Context: an optimization exercise on an open-source flow, tuned for small area and a short achievable clock period. The choices shown serve that exercise and are no tape-out recipe. The RTL was checked by simulation tests, not by an equivalence proof against the original design. Power and IR drop assume default switching activity.

### flow/config.mk
export PLATFORM = sky130hd
export DESIGN_NAME = stepper_speed_ramp_controller
export DESIGN_NICKNAME = stepper_speed_ramp_controller
export VERILOG_FILES = /design/flow/design.v
export SDC_FILE = /design/flow/constraint.sdc
export NUM_CORES = 4
export LEC_CHECK = 0
export CAP_MARGIN = 20
export CORE_MARGIN = 2
export CORE_UTILIZATION = 40
export SLEW_MARGIN = 20
### flow/constraint.sdc
create_clock -name core_clock -period 7.5 [get_ports {clk}]
set_input_delay 1.5000 -clock core_clock [delete_from_list [all_inputs] [get_ports {clk}]]
set_output_delay 1.5000 -clock core_clock [all_outputs]
set_load 0.01 [all_outputs]
### flow/design.v
`default_nettype none
package ssrc_pkg;
	localparam int LEVELS    = 14;
	localparam int POSITIONS = 64;
	localparam int LVL_W     = $clog2(LEVELS);
	localparam int POS_W     = $clog2(POSITIONS);
	localparam int LEVEL_FW  = 4;
	localparam int PHASE_W   = 3;
	localparam int WORD_W    = 16;
	localparam int OVER_W    = 17;
	localparam int PULSE_W   = 8;
	localparam int OP_W      = 3;
	localparam int ADDR_W    = 4;
	localparam int DATA_W    = 32;
	localparam logic [OP_W-1:0] OP_TICK   = 3'd0;
	localparam logic [OP_W-1:0] OP_START  = 3'd1;
	localparam logic [OP_W-1:0] OP_DECEL  = 3'd2;
	localparam logic [OP_W-1:0] OP_STOP   = 3'd3;
	localparam logic [OP_W-1:0] OP_PULSE  = 3'd4;
	localparam logic [OP_W-1:0] OP_GOAL   = 3'd5;
	localparam logic [OP_W-1:0] OP_ZERO   = 3'd6;
	localparam logic [OP_W-1:0] OP_LOAD   = 3'd7;
	localparam logic [PHASE_W-1:0] PH_IDLE  = 3'd0;
	localparam logic [PHASE_W-1:0] PH_ACCEL = 3'd1;
	localparam logic [PHASE_W-1:0] PH_DECEL = 3'd2;
	localparam logic [PHASE_W-1:0] PH_STOP  = 3'd3;
	localparam logic [PHASE_W-1:0] PH_OVER  = 3'd4;
	localparam logic [1:0] REG_TARGET  = 2'd0;
	localparam logic [1:0] REG_DIR     = 2'd1;
	localparam logic [1:0] REG_OVERRUN = 2'd2;
endpackage
`default_nettype wire
`default_nettype none
import ssrc_pkg::*;
module stepper_speed_ramp_controller (
	input  wire logic                clk,
	input  wire logic                arst_n,
	input  wire logic                psel,
	input  wire logic                penable,
	input  wire logic                pwrite,
	input  wire logic [ADDR_W-1:0]   paddr,
	input  wire logic [DATA_W-1:0]   pwdata,
	output logic      [DATA_W-1:0]   prdata,
	output logic                     pready,
	input  wire logic                in_valid,
	output logic                     in_ready,
	input  wire logic [OP_W-1:0]     op,
	input  wire logic [PULSE_W-1:0]  count_value,
	input  wire logic [LEVEL_FW-1:0] level_index,
	input  wire logic [WORD_W-1:0]   level_reload,
	input  wire logic [WORD_W-1:0]   level_dwell,
	output logic                     out_valid,
	input  wire logic                out_ready,
	output logic      [WORD_W-1:0]   reload_out,
	output logic      [LEVEL_FW-1:0] speed_level,
	output logic      [PHASE_W-1:0]  ramp_state,
	output logic                     running,
	output logic      [POS_W-1:0]    position,
	output logic                     on_position
);
	function automatic logic [LVL_W-1:0] lvl_clamp(input logic [LEVEL_FW-1:0] v);
		logic [LVL_W-1:0] r;
		if (v >= LEVEL_FW'(LEVELS)) r = LVL_W'(LEVELS - 1);
		else r = LVL_W'(v);
		lvl_clamp = r;
	endfunction
	logic [LEVEL_FW-1:0] target_q;
	logic                dir_q;
	logic [WORD_W-1:0]   overrun_q;
	logic [PHASE_W-1:0]  phase_q,  phase_d;
	logic [LEVEL_FW-1:0] level_q,  level_d;
	logic [WORD_W-1:0]   dwell_q,  dwell_d;
	logic [OVER_W-1:0]   over_q,   over_d;
	logic                timer_q,  timer_d;
	logic [POS_W-1:0]    place_q,  place_d;
	logic [PULSE_W-1:0]  pcount_q, pcount_d;
	logic [PULSE_W-1:0]  pgoal_q,  pgoal_d;
	logic [WORD_W-1:0]   reload_tab_q [LEVELS];
	logic [WORD_W-1:0]   dwell_tab_q  [LEVELS];
	logic                out_valid_q;
	logic [WORD_W-1:0]   reload_out_q;
	logic [LEVEL_FW-1:0] level_out_q;
	logic [PHASE_W-1:0]  phase_out_q;
	logic                timer_out_q;
	logic [POS_W-1:0]    place_out_q;
	logic                onpos_out_q;
	logic                accept;
	logic                cfg_wr;
	logic                do_tick;
	logic [PHASE_W-1:0]  phase_run;
	logic [LVL_W-1:0]    lvl_sel;
	logic [LVL_W-1:0]    lvl_out;
	logic [LEVEL_FW-1:0] tgt_eff;
	logic [WORD_W-1:0]   dwell_inc;
	logic                dwell_done;
	logic [LEVEL_FW:0]   level_inc;
	logic [LEVEL_FW-1:0] level_dec;
	logic [WORD_W-1:0]   dwell_after_dec;
	logic [OVER_W-1:0]   over_inc1;
	logic [OVER_W-1:0]   over_inc2;
	logic [POS_W:0]      place_inc;
	logic [WORD_W-1:0]   reload_sel;
	assign accept   = in_valid && in_ready;
	assign in_ready = !out_valid_q || out_ready;
	assign cfg_wr   = psel && penable && pwrite;
	assign pready   = 1'b1;
	always_ff @(posedge clk or negedge arst_n) begin
		if (!arst_n) begin
			target_q  <= '0;
			dir_q     <= 1'b0;
			overrun_q <= '0;
		end else if (cfg_wr) begin
			case (paddr[3:2])
				REG_TARGET:  target_q  <= pwdata[LEVEL_FW-1:0];
				REG_DIR:     dir_q     <= pwdata[0];
				REG_OVERRUN: overrun_q <= pwdata[WORD_W-1:0];
				default: ;
			endcase
		end
	end
	always_comb begin
		prdata = '0;
		case (paddr[3:2])
			REG_TARGET:  prdata = DATA_W'(target_q);
			REG_DIR:     prdata = DATA_W'(dir_q);
			REG_OVERRUN: prdata = DATA_W'(overrun_q);
			default:     prdata = '0;
		endcase
	end
	assign lvl_sel    = lvl_clamp(level_q);
	assign tgt_eff    = LEVEL_FW'(lvl_clamp(target_q));
	assign dwell_inc  = dwell_q + WORD_W'(1);
	assign dwell_done = dwell_inc >= dwell_tab_q[lvl_sel];
	assign level_inc  = {1'b0, level_q} + (LEVEL_FW+1)'(dwell_done);
	assign level_dec  = (dwell_done && level_q != '0) ? level_q - LEVEL_FW'(1) : level_q;
	assign dwell_after_dec = (dwell_done || level_dec == '0) ? '0 : dwell_inc;
	assign over_inc1  = over_q + OVER_W'(1);
	assign over_inc2  = over_q + OVER_W'(2);
	assign place_inc  = {1'b0, place_q} + (POS_W+1)'(1);
	assign do_tick    = (op == OP_TICK && timer_q) || op == OP_STOP;
	assign phase_run  = (op == OP_STOP) ? PH_STOP : phase_q;
	always_comb begin
		phase_d  = phase_q;
		level_d  = level_q;
		dwell_d  = dwell_q;
		over_d   = over_q;
		timer_d  = timer_q;
		place_d  = place_q;
		pcount_d = pcount_q;
		pgoal_d  = pgoal_q;
		if (do_tick) begin
			case (phase_run)
				PH_ACCEL: begin
					dwell_d = dwell_done ? '0 : dwell_inc;
					if (level_inc >= {1'b0, tgt_eff}) begin
						level_d = tgt_eff;
						phase_d = PH_IDLE;
					end else begin
						level_d = level_inc[LEVEL_FW-1:0];
					end
				end
				PH_DECEL: begin
					level_d = level_dec;
					dwell_d = dwell_after_dec;
					if (level_dec == '0) phase_d = PH_IDLE;
				end
				PH_STOP: begin
					level_d = level_dec;
					dwell_d = dwell_after_dec;
					phase_d = PH_OVER;
				end
				PH_OVER: begin
					if (over_inc1 >= {1'b0, overrun_q}) begin
						level_d = '0;
						phase_d = PH_IDLE;
						timer_d = 1'b0;
						over_d  = '0;
						dwell_d = '0;
					end else begin
						over_d  = over_inc2;
						level_d = level_dec;
						dwell_d = dwell_after_dec;
					end
				end
				default: ;
			endcase
		end
		case (op)
			OP_START: begin
				phase_d = PH_ACCEL;
				level_d = '0;
				timer_d = 1'b1;
			end
			OP_DECEL: phase_d = PH_DECEL;
			OP_PULSE: begin
				pcount_d = pcount_q + PULSE_W'(1);
				if (!dir_q) begin
					if (place_inc >= (POS_W+1)'(POSITIONS)) place_d = '0;
					else place_d = place_inc[POS_W-1:0];
				end else begin
					if (place_q == '0 || {1'b0, place_q} >= (POS_W+1)'(POSITIONS))
						place_d = POS_W'(POSITIONS - 1);
					else
						place_d = place_q - POS_W'(1);
				end
			end
			OP_GOAL: begin
				pcount_d = '0;
				pgoal_d  = count_value;
			end
			OP_ZERO: place_d = '0;
			default: ;
		endcase
	end
	assign lvl_out = lvl_clamp(level_d);
	always_comb begin
		if (op == OP_LOAD && level_index == LEVEL_FW'(lvl_out))
			reload_sel = level_reload;
		else
			reload_sel = reload_tab_q[lvl_out];
	end
	always_ff @(posedge clk or negedge arst_n) begin
		if (!arst_n) begin
			phase_q  <= PH_IDLE;
			level_q  <= '0;
			dwell_q  <= '0;
			over_q   <= '0;
			timer_q  <= 1'b0;
			place_q  <= '0;
			pcount_q <= '0;
			pgoal_q  <= '0;
		end else if (accept) begin
			phase_q  <= phase_d;
			level_q  <= level_d;
			dwell_q  <= dwell_d;
			over_q   <= over_d;
			timer_q  <= timer_d;
			place_q  <= place_d;
			pcount_q <= pcount_d;
			pgoal_q  <= pgoal_d;
		end
	end
	always_ff @(posedge clk) begin
		if (accept && op == OP_LOAD && level_index < LEVEL_FW'(LEVELS)) begin
			reload_tab_q[LVL_W'(level_index)] <= level_reload;
			dwell_tab_q[LVL_W'(level_index)]  <= level_dwell;
		end
	end
	always_ff @(posedge clk or negedge arst_n) begin
		if (!arst_n) begin
			out_valid_q <= 1'b0;
		end else if (accept) begin
			out_valid_q <= 1'b1;
		end else if (out_ready) begin
			out_valid_q <= 1'b0;
		end
	end
	always_ff @(posedge clk) begin
		if (accept) begin
			reload_out_q <= reload_sel;
			level_out_q  <= level_d;
			phase_out_q  <= phase_d;
			timer_out_q  <= timer_d;
			place_out_q  <= place_d;
			onpos_out_q  <= pcount_d >= pgoal_d;
		end
	end
	assign out_valid   = out_valid_q;
	assign reload_out  = reload_out_q;
	assign speed_level = level_out_q;
	assign ramp_state  = phase_out_q;
	assign running     = timer_out_q;
	assign position    = place_out_q;
	assign on_position = onpos_out_q;
endmodule
`default_nettype wire
### flow/run.sh
#!/bin/bash
# synth_recipe.tcl (not shown) runs the flow's synth.tcl, then flattens the netlist and writes it again
# the make line also repeats each setting of config.mk as NAME=value (left out here)
make -C /OpenROAD-flow-scripts/flow DESIGN_CONFIG=/design/flow/config.mk WORK_HOME=/design/flow/orfs CLKGATE_MAP_FILE= SYNTH_SCRIPT=/design/flow/synth_recipe.tcl finish
==> results.txt <==
==> cell families after synthesis <==
| logic type | synth area share |
|---|---|
| buffers and inverters | 0.0287 |
| XOR/XNOR | 0.00965 |
| flip-flops | 0.649 |
| AND/OR/NAND/NOR | 0.0895 |
| AO/OA/AOI/OAI | 0.113 |
| adder cells (fa/ha/maj) | 0.0256 |
| multiplexers | 0.0841 |
| other | 0.000296 |
==> flip-flops by register name, indices dropped and copies added, names as in the netlist, 4 cells and up <==
name	cells
place_q	6
over_q	16
pcount_q	8
dwell_q	16
reload_tab_q	224
level_q	4
overrun_q	16
level_out_q	4
target_q	4
dwell_tab_q	224
reload_out_q	16
place_out_q	6
pgoal_q	8
==> layer usage <==
| layer | part of all wire | up-vias | GRT usage |
|---|---|---|---|
| met2 | 0.47 | 496 | 0.298 |
| met5 | 0.00096 | - | 0 |
| li1 | - | 7461 | - |
| met4 | 0.021 | 10 | 0.0505 |
| met3 | 0.063 | 94 | 0.0384 |
| met1 | 0.45 | 8012 | 0.257 |
==> how the worst min path moves through the flow <==
stage	end	from	slack (ns)	cells after the start
2_1_floorplan	pgoal_q[0]	pgoal_q[0]	0.44	2
3_3_place_gp	pgoal_q[0]	pgoal_q[0]	0.46	2
3_5_place_dp	pgoal_q[0]	pgoal_q[0]	0.46	2
4_1_cts	pgoal_q[0]	pgoal_q[0]	0.48	2
5_1_grt	pgoal_q[0]	pgoal_q[0]	0.49	2
6_report	pgoal_q[0]	pgoal_q[0]	0.47	2
==> cell type report <==
cell class	instances	share of cell area
Antenna cell	1	0.0000833
Clock buffer	71	0.0513
Clock inverter	37	0.0126
Inverter	40	0.00500
Multi-Input combinational cell	1173	0.281
Sequential cell	563	0.549
Tap cell	846	0.0352
Timing Repair Buffer	194	0.0656
==> what timing repair did <==
action	in CTS	in global routing
endpoints found under the setup margin	0	16
resized for setup	0	18
setup buffers	0	8
hold buffers	0	0
==> cell usage in the layout, fill, tap and decap left out, types with 52 or more instances in the layout <==
master	netlist	layout
nor2_1	72	60
dfrtp_1	84	84
mux2_2	57	57
clkbuf_16	0	61
o21ai_0	105	104
a21oi_1	82	75
nand3_1	52	52
clkdlybuf4s50_1	0	119
buf_4	19	58
nand2_1	213	212
mux2i_1	111	111
edfxtp_1	479	479
ha_1	52	52
==> metrics by stage <==
stage / hold WS [ns] / setup WS [ns] / instance area, µm² / utilization / total power, mW
after global placement: 0.456 / 0.147 / 27900 / 0.443 / 4.69
after CTS: 0.475 / 0.0849 / 29800 / 0.473 / 7.61
after detailed placement: 0.460 / 0.132 / 27900 / 0.443 / 4.72
after global routing: 0.488 / 0.0305 / 30000 / 0.477 / 7.90
final: 0.473 / 0.326 / 30000 / 0.477 / 7.58
after floorplan: 0.440 / 0.0678 / 25500 / - / 4.32
==> worst reg2reg max path, delay by kind of cell, from the launching register on <==
family	cells	cell delay, ns
AOI/OAI and AO/OA	8	2.13
and+or+nand+nor	8	1.49
adders and majority gates	5	1.42
buffers and inverters	6	0.93
muxes	2	0.60
DFF	1	0.36
==> power by group <==
part | switching [mW] | internal, mW | total (mW)
Combinational | 0.618 | 0.456 | 1.07
Sequential | 0.103 | 3.51 | 3.61
Clock | 1.22 | 1.67 | 2.89
Total | 1.94 | 5.64 | 7.58
==> reports/metrics.yaml <==
setup_path:
  r2r_slack_ns: 0.33
  start_kind: "flop"
  critPathTopFamily: "compound AO/OA/AOI/OAI gates"
  end_kind: "flop"
  crit_end: "reload_out_q[0]"
  critPathBufInv: 6
  worstPathArrival_ns: 7.53
  r2r-start: "level_q[0]"
  reg2reg_depth: 29
  cp_max_fo: 18
  cp.required_ns: 7.86
  crit_cells: 29
  r2r-end: "reload_out_q[0]"
  crit_start: "level_q[0]"
  critPathKind: "flop to flop"
  slowest_delay_ns: 0.54
  crit_top_cell: "ha_1"
  crit_path_top_delay_cell: "or4_4"
sta:
  finalHoldViolCount: 0
  relSlewSlack: 0.360
  slew_viol_final: 0
  setup_tns_ns: 0
  worstMarginPinSlew_ns: 0.957
  rsz0062_at_grt: "false"
  setup_viol: 0
  max_freq_mhz: 139
  min_period_ns: 7.17
  fin_worst_skew_ns: 0.0356
  finalCritPeriodShare: 0.956
clock_network:
  path_clk_slew_ns: 0.06
  clock_sinks: 563
  clock_latency_ns: 0.64
  cts_tree: "built"
  root_buffer: "clkbuf_16"
  cts_buffers: 58
  ctsLongestPathBuffers: 3
  h-tree-depth: 2
route:
  vias: 16100
  first_iter_violations: 1364
  drt_wl_total_um: 62400
  wire_per_inst_um: 21.3
  drc: 0
  dr.pass1.iters: 5
  ant_nets: 0
  vias_per_cell: 5.50
synth:
  yosysUniqueCellTypes: 90
  synth-async-reset-ratio: 0.149
  syn_inst: 1889
  yosys_warnings: 1
  syn-cell-area_mm2: 0.0254
  yosys.area.top_type: "edfxtp_1"
  synth.area.top_cells: "edfxtp_1 (57%), dfrtp_1 (8.3%), mux2i_1 (4.4%)"
  synth_edf_count: 479
  synth_common_cells: "edfxtp_1 (479), nand2_1 (213), mux2i_1 (111), o21ai_0 (105), dfrtp_1 (84)"
  synth-seq-cells: 563
  netlist.area_leader.share: 0.566
  syn-mean-instance-area_um2: 13.4
  synthFlopType: "edfxtp_1"
  synth.most_common_cell: "edfxtp_1"
  seq_area_frac_synth: 0.649
outcome:
  status: "finished clean"
global_route:
  antenna_found_initial: 6
  grt_use_total: 0.186
  grt_pass1_vias: 15700
  grt_pass1_wl_um: 94300
  grt_start_max_net_pins: 62
  overflow: 0
place:
  dpl.hpwl_um: 37300
  dp.cells: 2805
  port_buffers: 120
  place.gp.congestion: 0.824
worst_hold_path:
  hp-class: "flop to flop"
floorplanning:
  die_w_um: 256
  core-area_mm2: 0.0630
  pin_count: 156
  initial_core_util: 0.403
  dieArea_mm2: 0.0655
  chipHeight_um: 256
  rows: 92
pwr:
  p_leak_nw: 11.1
  vdd_drop_max_v: 0.000154
  power.density_mw_per_mm2: 252
layout:
  syn_to_final_growth_pct: 18.2
  seqCellArea_mm2: 0.0165
  final_cells: 2925
  multiInputGateArea_mm2: 0.00845
  fillers: 5461
  drive_gt1_frac: 0.148
  nets: 2172
job:
  cap_viol_max_count: 0

-- port drivers added, routing unchanged --
The results above use ideal ports. As a check the final layout listed here was re-extracted and re-timed, cells and wires unchanged. Step 1, drivers: a clkbuf_16 drives clk and a buf_2 each remaining input, both assumed. Step 2 also shifts input and output timing later by t, the mid clock arrival at the registers, as if the neighbouring blocks saw the same clock. Slacks: ideal ports / drivers / drivers and shift; pairs: ideal ports / drivers.
shift t [ns]: 0.684
slack for setup (ns): 0.326 / 0.326 / 0.326
worst setup path at the end: register to register
cell pins on the clock port's net: 1
After both steps setup and hold are still met in this run. The setup slack of this run moves by 0.000 ns with the drivers and by 0.000 ns with both steps.
